Source: an optimization exercise on an open RTL-to-GDS flow (aim: small area, a short achievable clock period and few clock cycles per item). Production flows keep margins and buffers that such runs may drop.
No run shown here included a check of the RTL's function; only the layout flow was run.

===== constraint.sdc =====
create_clock -name core_clock -period 10.0 [get_ports {clock}]
set_input_delay 2.0000 -clock core_clock [delete_from_list [all_inputs] [get_ports {clock}]]
set_output_delay 2.0000 -clock core_clock [all_outputs]
set_load 0.01 [all_outputs]

===== run.sh =====
#!/bin/bash
# synth_recipe.tcl (not shown) runs the flow's synth.tcl, then flattens the netlist and writes it again
# the make line also repeats each setting of config.mk as NAME=value (left out here)
make -C /OpenROAD-flow-scripts/flow DESIGN_CONFIG=/design/flow/config.mk WORK_HOME=/design/flow/orfs CLKGATE_MAP_FILE= SYNTH_SCRIPT=/design/flow/synth_recipe.tcl finish

===== design.v =====
package aesKeyPkg;
	typedef logic [31:0] word32;  
	typedef logic [127:0] aesKey128;  
	typedef logic [1407:0] expandedKey;  
	typedef logic [3:0] roundIndex;
	typedef logic [7:0] rconByte;
	localparam roundIndex numRounds = 4'd10;
	localparam int numWords = 14;
endpackage
`timescale 1ns/1ps
module sboxLookup (
	input aesKeyPkg::word32 inWord,
	output aesKeyPkg::word32 outWord
);
	for (genvar b = 0; b < 4; b++)
	begin : g_byte
		sboxBP sbox (
			.x(inWord[b * 8 +: 8]),
			.y(outWord[b * 8 +: 8])
		);
	end
endmodule
module sboxBP (
	input logic [7:0] x,
	output logic [7:0] y
);
	logic U0, U1, U2, U3, U4, U5, U6, U7;
	logic T1, T2, T3, T4, T5, T6, T7, T8, T9, T10, T11, T12, T13, T14, T15, T16, T17, T18, T19, T20, T21, T22, T23, T24, T25, T26, T27;
	logic M1, M2, M3, M4, M5, M6, M7, M8, M9, M10, M11, M12, M13, M14, M15, M16, M17, M18, M19, M20, M21, M22, M23, M24, M25, M26, M27, M28, M29, M30, M31, M32, M33, M34, M35, M36, M37, M38, M39, M40, M41, M42, M43, M44, M45, M46, M47, M48, M49, M50, M51, M52, M53, M54, M55, M56, M57, M58, M59, M60, M61, M62, M63;
	logic L0, L1, L2, L3, L4, L5, L6, L7, L8, L9, L10, L11, L12, L13, L14, L15, L16, L17, L18, L19, L20, L21, L22, L23, L24, L25, L26, L27, L28, L29;
	assign {U0, U1, U2, U3, U4, U5, U6, U7} = x;
	assign T1 = U0 ^ U3;
	assign T2 = U0 ^ U5;
	assign T3 = U0 ^ U6;
	assign T4 = U3 ^ U5;
	assign T5 = U4 ^ U6;
	assign T6 = T1 ^ T5;
	assign T7 = U1 ^ U2;
	assign T8 = U7 ^ T6;
	assign T9 = U7 ^ T7;
	assign T10 = T6 ^ T7;
	assign T11 = U1 ^ U5;
	assign T12 = U2 ^ U5;
	assign T13 = T3 ^ T4;
	assign T14 = T6 ^ T11;
	assign T15 = T5 ^ T11;
	assign T16 = T5 ^ T12;
	assign T17 = T9 ^ T16;
	assign T18 = U3 ^ U7;
	assign T19 = T7 ^ T18;
	assign T20 = T1 ^ T19;
	assign T21 = U6 ^ U7;
	assign T22 = T7 ^ T21;
	assign T23 = T2 ^ T22;
	assign T24 = T2 ^ T10;
	assign T25 = T20 ^ T17;
	assign T26 = T3 ^ T16;
	assign T27 = T1 ^ T12;
	assign M1 = T13 & T6;
	assign M2 = T23 & T8;
	assign M3 = T14 ^ M1;
	assign M4 = T19 & U7;
	assign M5 = M4 ^ M1;
	assign M6 = T3 & T16;
	assign M7 = T22 & T9;
	assign M8 = T26 ^ M6;
	assign M9 = T20 & T17;
	assign M10 = M9 ^ M6;
	assign M11 = T1 & T15;
	assign M12 = T4 & T27;
	assign M13 = M12 ^ M11;
	assign M14 = T2 & T10;
	assign M15 = M14 ^ M11;
	assign M16 = M3 ^ M2;
	assign M17 = M5 ^ T24;
	assign M18 = M8 ^ M7;
	assign M19 = M10 ^ M15;
	assign M20 = M16 ^ M13;
	assign M21 = M17 ^ M15;
	assign M22 = M18 ^ M13;
	assign M23 = M19 ^ T25;
	assign M24 = M22 ^ M23;
	assign M25 = M22 & M20;
	assign M26 = M21 ^ M25;
	assign M27 = M20 ^ M21;
	assign M28 = M23 ^ M25;
	assign M29 = M28 & M27;
	assign M30 = M26 & M24;
	assign M31 = M20 & M23;
	assign M32 = M27 & M31;
	assign M33 = M27 ^ M25;
	assign M34 = M21 & M22;
	assign M35 = M24 & M34;
	assign M36 = M24 ^ M25;
	assign M37 = M21 ^ M29;
	assign M38 = M32 ^ M33;
	assign M39 = M23 ^ M30;
	assign M40 = M35 ^ M36;
	assign M41 = M38 ^ M40;
	assign M42 = M37 ^ M39;
	assign M43 = M37 ^ M38;
	assign M44 = M39 ^ M40;
	assign M45 = M42 ^ M41;
	assign M46 = M44 & T6;
	assign M47 = M40 & T8;
	assign M48 = M39 & U7;
	assign M49 = M43 & T16;
	assign M50 = M38 & T9;
	assign M51 = M37 & T17;
	assign M52 = M42 & T15;
	assign M53 = M45 & T27;
	assign M54 = M41 & T10;
	assign M55 = M44 & T13;
	assign M56 = M40 & T23;
	assign M57 = M39 & T19;
	assign M58 = M43 & T3;
	assign M59 = M38 & T22;
	assign M60 = M37 & T20;
	assign M61 = M42 & T1;
	assign M62 = M45 & T4;
	assign M63 = M41 & T2;
	assign L0 = M61 ^ M62;
	assign L1 = M50 ^ M56;
	assign L2 = M46 ^ M48;
	assign L3 = M47 ^ M55;
	assign L4 = M54 ^ M58;
	assign L5 = M49 ^ M61;
	assign L6 = M62 ^ L5;
	assign L7 = M46 ^ L3;
	assign L8 = M51 ^ M59;
	assign L9 = M52 ^ M53;
	assign L10 = M53 ^ L4;
	assign L11 = M60 ^ L2;
	assign L12 = M48 ^ M51;
	assign L13 = M50 ^ L0;
	assign L14 = M52 ^ M61;
	assign L15 = M55 ^ L1;
	assign L16 = M56 ^ L0;
	assign L17 = M57 ^ L1;
	assign L18 = M58 ^ L8;
	assign L19 = M63 ^ L4;
	assign L20 = L0 ^ L1;
	assign L21 = L1 ^ L7;
	assign L22 = L3 ^ L12;
	assign L23 = L18 ^ L2;
	assign L24 = L15 ^ L9;
	assign L25 = L6 ^ L10;
	assign L26 = L7 ^ L9;
	assign L27 = L8 ^ L10;
	assign L28 = L11 ^ L14;
	assign L29 = L11 ^ L17;
	assign y[7] = L6 ^ L24;
	assign y[6] = ~(L16 ^ L26);
	assign y[5] = ~(L19 ^ L28);
	assign y[4] = L6 ^ L21;
	assign y[3] = L20 ^ L22;
	assign y[2] = L25 ^ L29;
	assign y[1] = ~(L13 ^ L27);
	assign y[0] = ~(L6 ^ L23);
endmodule
`timescale 1ns/1ps
module keyLoader (
	input aesKeyPkg::aesKey128 cipherKey,
	output logic [3:0][31:0] loadWords
);
	aesKeyPkg::word32 k0, k1, k2, k3;
	assign {k0, k1, k2, k3} = cipherKey;
	assign loadWords[0] = k3;
	assign loadWords[1] = k2 ^ k3;
	assign loadWords[2] = k1 ^ k3;
	assign loadWords[3] = k0 ^ k1 ^ k2 ^ k3;
endmodule
`timescale 1ns/1ps
module roundKeyGenerator (
	input logic clock,
	input logic reset,
	input logic start,
	output logic shift,  
	output aesKeyPkg::rconByte rcon,  
	output logic done
);
	logic running;
	aesKeyPkg::roundIndex count;  
	always_ff @(posedge clock)
	begin
		if (reset)
		begin
			running <= 1'b0;
			done <= 1'b0;
		end
		else if (start)
		begin
			running <= 1'b1;
			done <= 1'b0;
		end
		else if (running && count == aesKeyPkg::numRounds)
		begin
			running <= 1'b0;
			done <= 1'b1;
		end
	end
	always_ff @(posedge clock)
	begin
		if (start)
			count <= 4'd1;
		else if (running)
			count <= count + 4'd1;
	end
	always_comb
	begin
		case (count)
			4'd1: rcon = 8'h01;
			4'd2: rcon = 8'h02;
			4'd3: rcon = 8'h04;
			4'd4: rcon = 8'h08;
			4'd5: rcon = 8'h10;
			4'd6: rcon = 8'h20;
			4'd7: rcon = 8'h40;
			4'd8: rcon = 8'h80;
			4'd9: rcon = 8'h1b;
			4'd10: rcon = 8'h36;
			default: rcon = 8'h00;
		endcase
	end
	assign shift = running;
endmodule
`timescale 1ns/1ps
module keyScheduleStore (
	input logic clock,
	input logic start,
	input logic shift,
	input logic [3:0][31:0] loadWords,
	input aesKeyPkg::word32 nextWord,
	output logic [13:0][31:0] words
);
	always_ff @(posedge clock)
	begin
		if (start)
		begin
			for (int j = 0; j < 4; j++)
				words[j] <= loadWords[j];
			for (int j = 4; j < 14; j++)
				words[j] <= words[j - 1];
		end
		else if (shift)
		begin
			words[0] <= nextWord;
			for (int j = 1; j < 14; j++)
				words[j] <= words[j - 1];
		end
	end
endmodule
`timescale 1ns/1ps
module keyExpansionTop (
	input logic clock,
	input logic reset,
	input logic start,
	input aesKeyPkg::aesKey128 cipherKey,
	output aesKeyPkg::expandedKey keyExp,
	output logic keyExpDone
);
	logic [3:0][31:0] loadWords;
	logic [13:0][31:0] words;  
	aesKeyPkg::word32 subWord;
	aesKeyPkg::word32 nextWord;
	aesKeyPkg::rconByte rcon;
	logic shift;
	keyLoader loader (
		.cipherKey(cipherKey),
		.loadWords(loadWords)
	);
	roundKeyGenerator control (
		.clock(clock),
		.reset(reset),
		.start(start),
		.shift(shift),
		.rcon(rcon),
		.done(keyExpDone)
	);
	sboxLookup sbox (
		.inWord({words[0][23:0], words[0][31:24]}),
		.outWord(subWord)
	);
	assign nextWord = words[3] ^ subWord ^ {rcon, 24'h000000};
	keyScheduleStore store (
		.clock(clock),
		.start(start),
		.shift(shift),
		.loadWords(loadWords),
		.nextWord(nextWord),
		.words(words)
	);
	for (genvar r = 0; r <= 10; r++)
	begin : g_out
		aesKeyPkg::word32 d0, d1, d2, d3, w2;
		assign d0 = words[10 - r];
		assign d1 = words[11 - r];
		assign d2 = words[12 - r];
		assign d3 = words[13 - r];
		assign w2 = d0 ^ d1;
		assign keyExp[1407 - 128 * r -: 128] = {w2 ^ d2 ^ d3, d0 ^ d2, w2, d0};
	end
endmodule

===== config.mk =====
export PLATFORM = sky130hd
export DESIGN_NAME = keyExpansionTop
export DESIGN_NICKNAME = keyExpansionTop
export VERILOG_FILES = /design/flow/design.v
export SDC_FILE = /design/flow/constraint.sdc
export NUM_CORES = 4
export LEC_CHECK = 0
export CAP_MARGIN = 20
export CORE_MARGIN = 2
export CORE_UTILIZATION = 40
export SLEW_MARGIN = 20

==> flow_summary.json, run 1 <==
{
  "yosys.area.top_type": "edfxtp_1",
  "yosysTopAreaCellShare_pct": 36.5,
  "error_line": "[ERROR PPL-0024] Number of IO pins (1540) exceeds maximum number of available positions (1108). Increase the die perimeter from 1230.10um to 2094.40um.",
  "die_h_um": 308,
  "synthFlopType": "edfxtp_1",
  "ys_seq_area_share_pct": 37.3,
  "synth_edf_count": 448,
  "rows": 111,
  "status": "did not finish",
  "synth_seq_cells": 462,
  "die-width_um": 308,
  "avgSynthCellArea_um2": 10.6,
  "syn-cell-area_um2": 36900,
  "stop_stage": "3_2_place_iop",
  "ys_top_cells_by_area": "edfxtp_1 (37%), xor2_1 (25%), xnor2_1 (10%), buf_4 (7.3%), a21oi_1 (2.1%)",
  "synth_nets": 3625,
  "ys_warn_count": 2,
  "async_flop_share_pct": 0,
  "start_util_pct": 40.3,
  "synthCells": 3480,
  "synth_cell_types": 101
}
-- logic make-up after synthesis --
logic type | after synthesis | synth area share [%]
and+or+nand+nor | 466 | 5.97
adders and majority gates | 15 | 0.503
xor gates and xnor gates | 1536 | 38.4
DFF | 462 | 37.3
buffers and inverters | 557 | 9.43
muxes | 47 | 1.34
AOI/OAI and AO/OA | 397 | 7.09
-- Yosys cell counts (all sizes together) (6+ instances only) --
cell type	n
xor2	1061
edfxtp	448
xnor2	432
buf	407
nor2	196
a21oi	153
clkbuf	123
nand2	99
o21ai	67
nor3	44
xnor3	36
mux2i	29
inv	26
nand3	25
a211oi	22
mux2	18
and2	15
o22ai	15
dfxtp	14
ha	14
a31oi	12
nand2b	12
nand4	12
o211ai	10
and3	9
nor4	9
or2	9
a211o	8
a221oi	8
a22oi	8
nor2b	8
o221ai	7
o31ai	7
xor3	7
a32oi	6
nor4b	6
or3	6
==> run 2, diff against run 1 <==
--- a/design.v
+++ b/design.v
@@ -161,13 +161,20 @@
 `timescale 1ns/1ps
 module keyLoader (
-	input aesKeyPkg::aesKey128 cipherKey,
-	output logic [3:0][31:0] loadWords
+	input logic [3:0][31:0] words,  
+	input logic [3:0] round,  
+	input aesKeyPkg::rconByte rcon,
+	output aesKeyPkg::word32 prevWord  
 );
-	aesKeyPkg::word32 k0, k1, k2, k3;
-	assign {k0, k1, k2, k3} = cipherKey;
-	assign loadWords[0] = k3;
-	assign loadWords[1] = k2 ^ k3;
-	assign loadWords[2] = k1 ^ k3;
-	assign loadWords[3] = k0 ^ k1 ^ k2 ^ k3;
+	aesKeyPkg::word32 fix;
+	always_comb
+	begin
+		case (round)
+			4'd1: fix = words[0] ^ words[1] ^ words[2];  
+			4'd2: fix = words[1];  
+			4'd3: fix = words[2];  
+			default: fix = '0;
+		endcase
+	end
+	assign prevWord = words[3] ^ fix ^ {rcon, 24'h000000};
 endmodule
 `timescale 1ns/1ps
@@ -177,4 +184,5 @@
 	input logic start,
 	output logic shift,  
+	output logic [3:0] round,  
 	output aesKeyPkg::rconByte rcon,  
 	output logic done
@@ -224,4 +232,5 @@
 	end
 	assign shift = running;
+	assign round = count;
 endmodule
 `timescale 1ns/1ps
@@ -260,14 +269,11 @@
 	output logic keyExpDone
 );
-	logic [3:0][31:0] loadWords;
 	logic [13:0][31:0] words;  
 	aesKeyPkg::word32 subWord;
+	aesKeyPkg::word32 prevWord;
 	aesKeyPkg::word32 nextWord;
 	aesKeyPkg::rconByte rcon;
+	logic [3:0] round;
 	logic shift;
-	keyLoader loader (
-		.cipherKey(cipherKey),
-		.loadWords(loadWords)
-	);
 	roundKeyGenerator control (
 		.clock(clock),
@@ -275,29 +281,49 @@
 		.start(start),
 		.shift(shift),
+		.round(round),
 		.rcon(rcon),
 		.done(keyExpDone)
 	);
+	keyLoader tap (
+		.words(words[3:0]),
+		.round(round),
+		.rcon(rcon),
+		.prevWord(prevWord)
+	);
 	sboxLookup sbox (
 		.inWord({words[0][23:0], words[0][31:24]}),
 		.outWord(subWord)
 	);
-	assign nextWord = words[3] ^ subWord ^ {rcon, 24'h000000};
+	assign nextWord = prevWord ^ subWord;
 	keyScheduleStore store (
 		.clock(clock),
 		.start(start),
 		.shift(shift),
-		.loadWords(loadWords),
+		.loadWords(cipherKey),  
 		.nextWord(nextWord),
 		.words(words)
 	);
+	aesKeyPkg::word32 a [0:10];
+	aesKeyPkg::word32 b [0:10];
+	aesKeyPkg::word32 c [0:10];
+	aesKeyPkg::word32 d [0:10];
+	assign d[0] = words[10];
+	assign c[0] = words[11];
+	assign b[0] = words[12];
+	assign a[0] = words[13];
+	assign d[1] = words[9];
+	assign c[1] = d[1] ^ d[0];
+	assign b[1] = c[1] ^ c[0];
+	assign a[1] = b[1] ^ b[0];
+	for (genvar r = 2; r <= 10; r++)
+	begin : g_round
+		assign d[r] = words[10 - r];
+		assign c[r] = d[r] ^ d[r - 1];
+		assign b[r] = d[r] ^ d[r - 2];
+		assign a[r] = c[r] ^ c[r - 2];
+	end
 	for (genvar r = 0; r <= 10; r++)
 	begin : g_out
-		aesKeyPkg::word32 d0, d1, d2, d3, w2;
-		assign d0 = words[10 - r];
-		assign d1 = words[11 - r];
-		assign d2 = words[12 - r];
-		assign d3 = words[13 - r];
-		assign w2 = d0 ^ d1;
-		assign keyExp[1407 - 128 * r -: 128] = {w2 ^ d2 ^ d3, d0 ^ d2, w2, d0};
+		assign keyExp[1407 - 128 * r -: 128] = {a[r], b[r], c[r], d[r]};
 	end
 endmodule
--- a/config.mk
+++ b/config.mk
@@ -7,5 +7,5 @@
 export LEC_CHECK = 0
 export CAP_MARGIN = 20
-export CORE_MARGIN = 2
-export CORE_UTILIZATION = 40
+export CORE_AREA = 2 2 458 458
+export DIE_AREA = 0 0 460 460
 export SLEW_MARGIN = 20
==> flow_summary.json, run 2 <==
{
  "syn2layout_area_growth_pct": 64.0,
  "crit_chain": "xnor2_1 -> xnor2_1 -> xnor2_1 -> ha_1 -> xor2_1 -> xnor2_1 -> xnor3_1 -> xnor3_1 -> a22oi_1 -> a21oi_1 -> nor4_2 -> xor2_1 -> xnor3_1 -> xnor2_1 -> mux2_2",
  "max_clock_freq_ghz": 0.168,
  "rsz0062_at_grt": "false",
  "synth_cell_types": 88,
  "coreArea_um2": 207000,
  "ys_top_cells_by_area": "edfxtp_1 (41%), xor2_1 (23%), xnor2_1 (11%), mux2_2 (3.5%), xnor3_1 (1.8%)",
  "ys_warn_count": 8,
  "min_period_ps": 5960,
  "cts-resized-gates": 0,
  "required_ps": 10420,
  "final_cell_mix": "clkdlybuf4s50_1 (1538), xor2_1 (864), edfxtp_1 (448)",
  "grt_pass1_vias": 28800,
  "largest-register": "store.words",
  "avgSynthCellArea_um2": 11.5,
  "hold_viol_final": 0,
  "top_level_ports": 1540,
  "post_drt_wl_per_cell_um": 29.8,
  "worstHoldPathType": "flop to flop",
  "synth_edf_count": 448,
  "portBuffers": 1539,
  "yosysTopAreaCellShare_pct": 41.4,
  "tns_ps": 0,
  "drv_cap": 0,
  "critical_path_class": "flop to flop",
  "place_congestion": 0.922,
  "worst_ep_arrival_time_ps": 6390,
  "met2_length_um": 100000,
  "max_slew.worst_pin.slew_ps": 1120,
  "via_per_inst": 4.15,
  "die_h_um": 460,
  "drtAntennaViolNets": 0,
  "grt_max_degree": 122,
  "vias": 29400,
  "fin_nets": 4468,
  "drtIter0Drc": 2514,
  "slew_headroom_pct": 25.0,
  "crit_family": "XOR/XNOR gates",
  "cts_tree": "done",
  "slew_viol_final": 0,
  "numCtsBuffers": 67,
  "path_clk_slew_ps": 60,
  "clkSinkCount": 462,
  "met1_length_um": 86100,
  "top_layer": "met4",
  "dp_hpwl_um": 173000,
  "drtPass1Iterations": 8,
  "holdBufCountCts": 0,
  "cts_root_buf": "clkbuf_16",
  "async_flop_share_pct": 0,
  "crit_buf_inv": 0,
  "start_util_pct": 15.7,
  "clkLatencyLatePin_ps": 690,
  "syn-cell-area_um2": 32500,
  "fin_crit_sh_pct": 59.6,
  "synth_nets": 2978,
  "routed_wl_um": 211000,
  "die_area_um2": 212000,
  "cts_setup_buffers": 0,
  "gr-total-overflow": 0,
  "yosys.area.top_type": "edfxtp_1",
  "synth_most_common_cell": "xor2_1",
  "status": "timing/DRC/antenna clean",
  "cts_buffer_depth": 3,
  "antenna_found_initial": 17,
  "drive_above_1_share_pct": 6.89,
  "skew_ps": 37.5,
  "synth_commonest_cells": "xor2_1 (869), edfxtp_1 (448), xnor2_1 (410)",
  "synthCells": 2832,
  "rows": 167,
  "max_stage_delay_ps": 930,
  "finish.utilization_pct": 25.7,
  "ys_seq_area_share_pct": 42.3,
  "drc": 0,
  "end_kind": "flop",
  "critical_path.max_fanout": 20,
  "largest_reg_flops": 448,
  "die-width_um": 460,
  "path_common_cell": "xnor2_1",
  "final_common_cell": "clkdlybuf4s50_1",
  "critPathLaunchType": "flop",
  "synthFlopType": "edfxtp_1",
  "cpMaxStageDelayCell": "edfxtp_1",
  "synth_seq_cells": 462,
  "grt_usage_pct": 18.9,
  "grt_pass1_wl_um": 273000,
  "setup_viol": 0,
  "wl_met3_um": 14400,
  "htree_levels": 3
}
[run 2: cell types whose count changed after synthesis, moves of 32 or more]
cell / change
nor2_1: -106
a21oi_1: -102
buf_4: -352
inv_1: +58
xor2_1: -187
mux2_2: +83
a222oi_1: +32
[run 2: path summary, 6_finish.rpt]
path                            slack [ps]  cells past startpoint                    endpoint                  startpoint
worst max register to register        4040                     15   store.words[26]$_DFFE_PP_   store.words[18]$_DFFE_PP_
worst min register to register         500                      0  store.words[440]$_DFFE_PP_  store.words[408]$_DFFE_PP_
worst max-delay path                  4040                     15   store.words[26]$_DFFE_PP_   store.words[18]$_DFFE_PP_
worst min-delay path                   500                      0  store.words[440]$_DFFE_PP_  store.words[408]$_DFFE_PP_
[run 2: per-layer routing]
metal	global-route usage, %	up-vias
met1	23.1	15100
met2	31.3	1406
met4	8.54	0
met5	0	-
met3	4.57	226
li1	-	12700
[run 2: cell type report]
| class | count | area, um^2 |
|---|---|---|
| repair buffers | 1588 | 15800 |
| inverters | 84 | 315 |
| well taps | 2704 | 3380 |
| clock inverters | 36 | 453 |
| fillers | 22000 | 154000 |
| flip-flops and latches | 462 | 13700 |
| multi-input cells | 2119 | 17800 |
| clock buffers | 80 | 1750 |
| diodes | 7 | 17.5 |
[run 2: per-stage QoR]
step / instances / worst slack [ps] / hold WS, ps / instance area [um^2]
2_1_floorplan: 2832 / 1220 / 519 / 32500
3_3_place_gp: 6957 / 4050 / 487 / 51000
3_5_place_dp: 6957 / 4040 / 489 / 51000
4_1_cts: 7073 / 4010 / 502 / 53200
5_1_grt: 7079 / 3670 / 516 / 53200
6_report: 7080 / 4040 / 499 / 53200
[run 2: cell families after synthesis]
family | Yosys count | synth area share (%)
adder cells (fa/ha/maj) | 17 | 0.640
flip-flops | 462 | 42.3
AND/OR/NAND/NOR | 331 | 4.78
buffers and inverters | 251 | 3.13
multiplexers | 115 | 3.94
XOR/XNOR | 1335 | 38.2
AO/OA/AOI/OAI | 321 | 6.95

re-timing with driven ports:
The results above use ideal ports. As a check the final layout listed here was re-extracted and re-timed, cells and wires unchanged. Step 1 assumes that a clkbuf_16 drives the clock port and a buf_2 every other input. Step 2 times the ports against the registers' clock, not the clock port: input delays grow and output delays shrink by t, the midpoint of the rising clock arrivals with the driver on. Slacks: ideal / step 1 / step 2; pairs: ideal / step 1.
run: run 2
t (ns): 0.763
setup WS [ns]: 4.037 / 4.037 / 4.037
cell pins on the clock port's net: 1
After both steps run 2 still meets setup and hold. For run 2, drivers alone change the setup slack by 0.000 ns; drivers and shift together by 0.000 ns.
